What follows belongs to an exercise in optimizing a design on an open flow for small area; a production flow would make more cautious choices. In this exercise RTL edits were held to simulation tests only and were not proved equivalent to the original. Power and IR drop assume default switching activity.

// tracking_engine
module tracking_engine #(
	parameter int NUM_LANES = 4
) (
	input  logic          clk,
	input  logic          rst_b,
	input  logic          i_start,
	output logic          o_te_running,
	output logic          o_te_ready,
	output logic          o_te_over,
	input  logic          i_fifo_ready,
	input  logic          i_fifo_last_data,
	input  logic          i_fifo_data_valid,
	input  te_core_pkg::te_sample_t    i_fifo_data,
	output logic          o_fifo_read,
	output logic          o_fifo_rewind,
	output logic          o_fifo_skip,
	input  logic          i_reg_cs,
	input  logic          i_rd,
	input  logic          i_wr,
	input  te_regmap_pkg::te_reg_addr_t  i_addr,
	input  te_regmap_pkg::te_word_t      i_wdata,
	output te_regmap_pkg::te_word_t      o_reg_rdata
);
For scale: about 93 I/O pins, about 0.025 mm² of cells after synthesis.
Settings: LEC_CHECK=0, CAP_MARGIN=20, CORE_MARGIN=2, CORE_UTILIZATION=72, SLEW_MARGIN=20; clock period 10.0 ns.
standard.sh (not shown) runs the stock make flow with config.mk's settings and CLKGATE_MAP_FILE= SYNTH_SCRIPT=/design/flow/synth_recipe.tcl, a recipe that flattens the netlist after the stock synthesis.
==> flow/flow/run.sh <==
#!/bin/bash
# Layout flow: the standard ORFS flow (standard.sh) with three changes.
#  1. After the standard synthesis, the combinational cells are mapped again
#     for area by ABC (flow/remap.ys with each flow/remap_*.abc script).
#     Every register cell, with its name and type, and the full-adder cells are
#     kept as synthesis made them. flow/equiv.ys proves each new netlist
#     equivalent to the standard one (registers cut into ports by flow/cut.py); the smallest proven one is used (the
#     standard netlist if none is proven).
#  2. Clock tree: no dummy loads, sink clusters driven by clkbuf_8.
#  3. Port buffers: buf_1 cells.
# Each tool's full output goes to a log file here (synth.log, remap_*.log,
# equiv_*.log, layout.log) and to ORFS's own logs under orfs/logs.
set -euo pipefail
HERE=$(pwd)
RES=$HERE/orfs/results/sky130hd/tracking_engine/base
LIB=/OpenROAD-flow-scripts/flow/platforms/sky130hd/lib/sky130_fd_sc_hd__tt_025C_1v80.lib
export CTS_ARGS="-sink_clustering_enable -repair_clock_nets -dont_use_dummy_load -buf_list sky130_fd_sc_hd__clkbuf_8 -sink_clustering_size 16 -sink_clustering_max_diameter 50"
export BUFFER_PORTS_ARGS="-buffer_cell sky130_fd_sc_hd__buf_1"

bash standard.sh synth > synth.log 2>&1
cp $RES/1_2_yosys.v $HERE/standard_synth.v
python3 flow/cut.py $HERE/standard_synth.v $HERE/standard_cut.v

DONT_USE=$(make -s -C $FLOW_HOME DESIGN_CONFIG=$HERE/config.mk WORK_HOME=$HERE/orfs print-DONT_USE_CELLS 2>/dev/null | sed -n 's/^DONT_USE_CELLS: //p')
DU=""; for c in $DONT_USE; do DU="$DU -dont_use $c"; done
best=""; best_area=""
for s in flow/remap_*.abc; do
  n=$(basename $s .abc)
  sed -e "s|@IN@|$HERE/standard_synth.v|; s|@OUT@|$HERE/$n.v|; s|@SCRIPT@|$HERE/$s|; s|@DONTUSE@|$DU|; s|remap_stat.txt|${n}_stat.txt|" flow/remap.ys > ${n}_run.ys
  sed -e "s|@GOLD@|$HERE/standard_cut.v|; s|@GATE@|$HERE/${n}_cut.v|" flow/equiv.ys > equiv_${n}.ys
  if yosys -s ${n}_run.ys > $n.log 2>&1 && python3 flow/cut.py $HERE/$n.v $HERE/${n}_cut.v \
     && yosys -s equiv_${n}.ys > equiv_${n}.log 2>&1; then
    a=$(sed -n "s/.*Chip area for module .*: \([0-9.]*\)/\1/p" ${n}_stat.txt | head -1)
    echo "$n proven, area $a" >> netlist_choice.txt
    if [[ -z "$best" ]] || awk "BEGIN{exit !($a < $best_area)}"; then best=$n; best_area=$a; fi
  else
    echo "$n failed or not proven" >> netlist_choice.txt
  fi
done
if [[ -n "$best" ]]; then
  echo "using $best" >> netlist_choice.txt
  cp $HERE/$best.v $RES/1_2_yosys.v
else
  echo "using the standard netlist" >> netlist_choice.txt
fi
touch $RES/1_2_yosys.v
bash standard.sh "$@" > layout.log 2>&1
==> flow/flow/remap.ys <==
# Map the combinational logic of the standard synthesis again, for area.
# Register cells (and the full-adder and tie cells) are black boxes here, so they
# keep their names, types and connections.
read_liberty -ignore_miss_func /OpenROAD-flow-scripts/flow/platforms/sky130hd/lib/sky130_fd_sc_hd__tt_025C_1v80.lib
read_verilog @IN@
hierarchy -check -top tracking_engine
blackbox sky130_fd_sc_hd__df* sky130_fd_sc_hd__edf* sky130_fd_sc_hd__fa_* sky130_fd_sc_hd__conb_*
flatten
opt_clean -purge
abc -liberty /OpenROAD-flow-scripts/flow/platforms/sky130hd/lib/sky130_fd_sc_hd__tt_025C_1v80.lib @DONTUSE@ -script @SCRIPT@
opt_clean -purge
setundef -zero
hilomap -singleton -hicell sky130_fd_sc_hd__conb_1 HI -locell sky130_fd_sc_hd__conb_1 LO
splitnets
opt_clean -purge
rename -enumerate -pattern rm_%
insbuf -buf sky130_fd_sc_hd__buf_4 A X
rename -enumerate -pattern rb_%
tee -o remap_stat.txt stat -liberty /OpenROAD-flow-scripts/flow/platforms/sky130hd/lib/sky130_fd_sc_hd__tt_025C_1v80.lib
write_verilog -noattr -nohex -nodec @OUT@
Other scripts of this flow, unchanged in this note and not shown: flow/flow/cut.py, flow/flow/equiv.ys, flow/flow/remap_a.abc, flow/flow/remap_e.abc, flow/flow/remap_k.abc
The starting point went through all stages and came out clean.
Change:
--- a/flow/flow/run.sh
+++ b/flow/flow/run.sh
@@ -4,3 +4,3 @@
 #     for area by ABC (flow/remap.ys with each flow/remap_*.abc script).
-#     Every register cell, with its name and type, and the full-adder cells are
+#     Every register cell, with its name and type, and the adder cells are
 #     kept as synthesis made them. flow/equiv.ys proves each new netlist
--- a/flow/flow/remap.ys
+++ b/flow/flow/remap.ys
@@ -1,3 +1,3 @@
 # Map the combinational logic of the standard synthesis again, for area.
-# Register cells (and the full-adder and tie cells) are black boxes here, so they
+# Register cells (and the adder and tie cells) are black boxes here, so they
 # keep their names, types and connections.
@@ -6,3 +6,3 @@
 hierarchy -check -top tracking_engine
-blackbox sky130_fd_sc_hd__df* sky130_fd_sc_hd__edf* sky130_fd_sc_hd__fa_* sky130_fd_sc_hd__conb_*
+blackbox sky130_fd_sc_hd__df* sky130_fd_sc_hd__edf* sky130_fd_sc_hd__fa_* sky130_fd_sc_hd__ha_* sky130_fd_sc_hd__conb_*
 flatten
CORE_UTILIZATION = 65   (was 72)
Result:
- total power grows by a few percent
- count of clock-buffer cells in the layout grows by 2
- via count shrinks slightly
- routed wire length shrinks by a few percent
- non-clock buffer count grows by 3
- utilization shrinks by 7.2 points
- worst setup slack got worse by 0.80 ns
- worst hold slack hardly moves
Change:
--- a/flow/flow/run.sh
+++ b/flow/flow/run.sh
@@ -4,3 +4,3 @@
 #     for area by ABC (flow/remap.ys with each flow/remap_*.abc script).
-#     Every register cell, with its name and type, and the adder cells are
+#     Every register cell, with its name and type, and the full-adder cells are
 #     kept as synthesis made them. flow/equiv.ys proves each new netlist
--- a/flow/flow/remap.ys
+++ b/flow/flow/remap.ys
@@ -1,3 +1,3 @@
 # Map the combinational logic of the standard synthesis again, for area.
-# Register cells (and the adder and tie cells) are black boxes here, so they
+# Register cells (and the full-adder and tie cells) are black boxes here, so they
 # keep their names, types and connections.
@@ -6,3 +6,3 @@
 hierarchy -check -top tracking_engine
-blackbox sky130_fd_sc_hd__df* sky130_fd_sc_hd__edf* sky130_fd_sc_hd__fa_* sky130_fd_sc_hd__ha_* sky130_fd_sc_hd__conb_*
+blackbox sky130_fd_sc_hd__df* sky130_fd_sc_hd__edf* sky130_fd_sc_hd__fa_* sky130_fd_sc_hd__conb_*
 flatten
Outcome:
- global-route usage came out higher by 2.2 points
- area after synthesis went down by 1.4%
- utilization rose by 0.57 points
- die area came out lower by 1.4%
- design area drops by 1.3%
- wire length goes up by 6.1%
- power fell by 5.5%
Change:
--- a/flow/flow/run.sh
+++ b/flow/flow/run.sh
@@ -4,3 +4,3 @@
 #     for area by ABC (flow/remap.ys with each flow/remap_*.abc script).
-#     Every register cell, with its name and type, and the full-adder cells are
+#     Every register cell, with its name and type, and the adder cells are
 #     kept as synthesis made them. flow/equiv.ys proves each new netlist
--- a/flow/flow/remap.ys
+++ b/flow/flow/remap.ys
@@ -1,3 +1,3 @@
 # Map the combinational logic of the standard synthesis again, for area.
-# Register cells (and the full-adder and tie cells) are black boxes here, so they
+# Register cells (and the adder and tie cells) are black boxes here, so they
 # keep their names, types and connections.
@@ -6,3 +6,3 @@
 hierarchy -check -top tracking_engine
-blackbox sky130_fd_sc_hd__df* sky130_fd_sc_hd__edf* sky130_fd_sc_hd__fa_* sky130_fd_sc_hd__conb_*
+blackbox sky130_fd_sc_hd__df* sky130_fd_sc_hd__edf* sky130_fd_sc_hd__fa_* sky130_fd_sc_hd__ha_* sky130_fd_sc_hd__conb_*
 flatten
CORE_UTILIZATION = 72   (was 65)
Effect: The changed run produced a clean layout; worst setup slack degrades by 0.69 ns; cell count goes down by 0.87%; area after synthesis goes up by 1.5%; sequential power goes up by about 3%; cell area goes up by 0.92%; register-to-register slack degrades by 0.69 ns; routed wire length goes down by 3.5%; combinational power goes up by 21%.
Change:
--- a/flow/flow/run.sh
+++ b/flow/flow/run.sh
@@ -9,3 +9,3 @@
 #  2. Clock tree: no dummy loads, sink clusters driven by clkbuf_8.
-#  3. Port buffers: buf_1 cells.
+#  3. Port buffers: buf_2 cells.
 # Each tool's full output goes to a log file here (synth.log, remap_*.log,
@@ -17,3 +17,3 @@
 export CTS_ARGS="-sink_clustering_enable -repair_clock_nets -dont_use_dummy_load -buf_list sky130_fd_sc_hd__clkbuf_8 -sink_clustering_size 16 -sink_clustering_max_diameter 50"
-export BUFFER_PORTS_ARGS="-buffer_cell sky130_fd_sc_hd__buf_1"
+export BUFFER_PORTS_ARGS="-buffer_cell sky130_fd_sc_hd__buf_2"
 
CORE_UTILIZATION = 65   (was 72)
What happened: Die area climbs by 11%; cell count grows by 2.2%; hold slack improves by 0.0056 ns; via count is lower by 2.6%; flip-flop and latch count stays the same; maximum frequency hardly moves; clock power hardly moves; global-route usage shrinks by 5.6 points.

static timing again, ports no longer ideal:
No port has a modelled driver above. Below, the same layouts with a new extraction and two added sets of constraints.
Step 1 sets driving cells, clkbuf_16 on the clock port and buf_2 on the other inputs (assumed; they add their load-dependent delay and slew).
Step 2 times the ports against the registers' clock, not the clock port: input delays grow and output delays shrink by t, the midpoint of the rising clock arrivals with the driver on.
a / b / c = ideal ports / drivers / drivers and shift; a / b = the first two.
run	t, ns	setup WS [ns]	clock arrival spread, ns
the first run	0.708	2.690 / 2.690 / 2.690	0.068 / 0.069
the second run	0.716	1.892 / 1.892 / 1.892	0.093 / 0.093
the third run	0.703	2.643 / 2.643 / 2.643	0.057 / 0.057
the fourth run	0.721	1.950 / 1.950 / 1.950	0.115 / 0.115
the fifth run	0.711	1.969 / 1.969 / 1.969	0.059 / 0.059
After both steps every run listed still meets setup and hold.
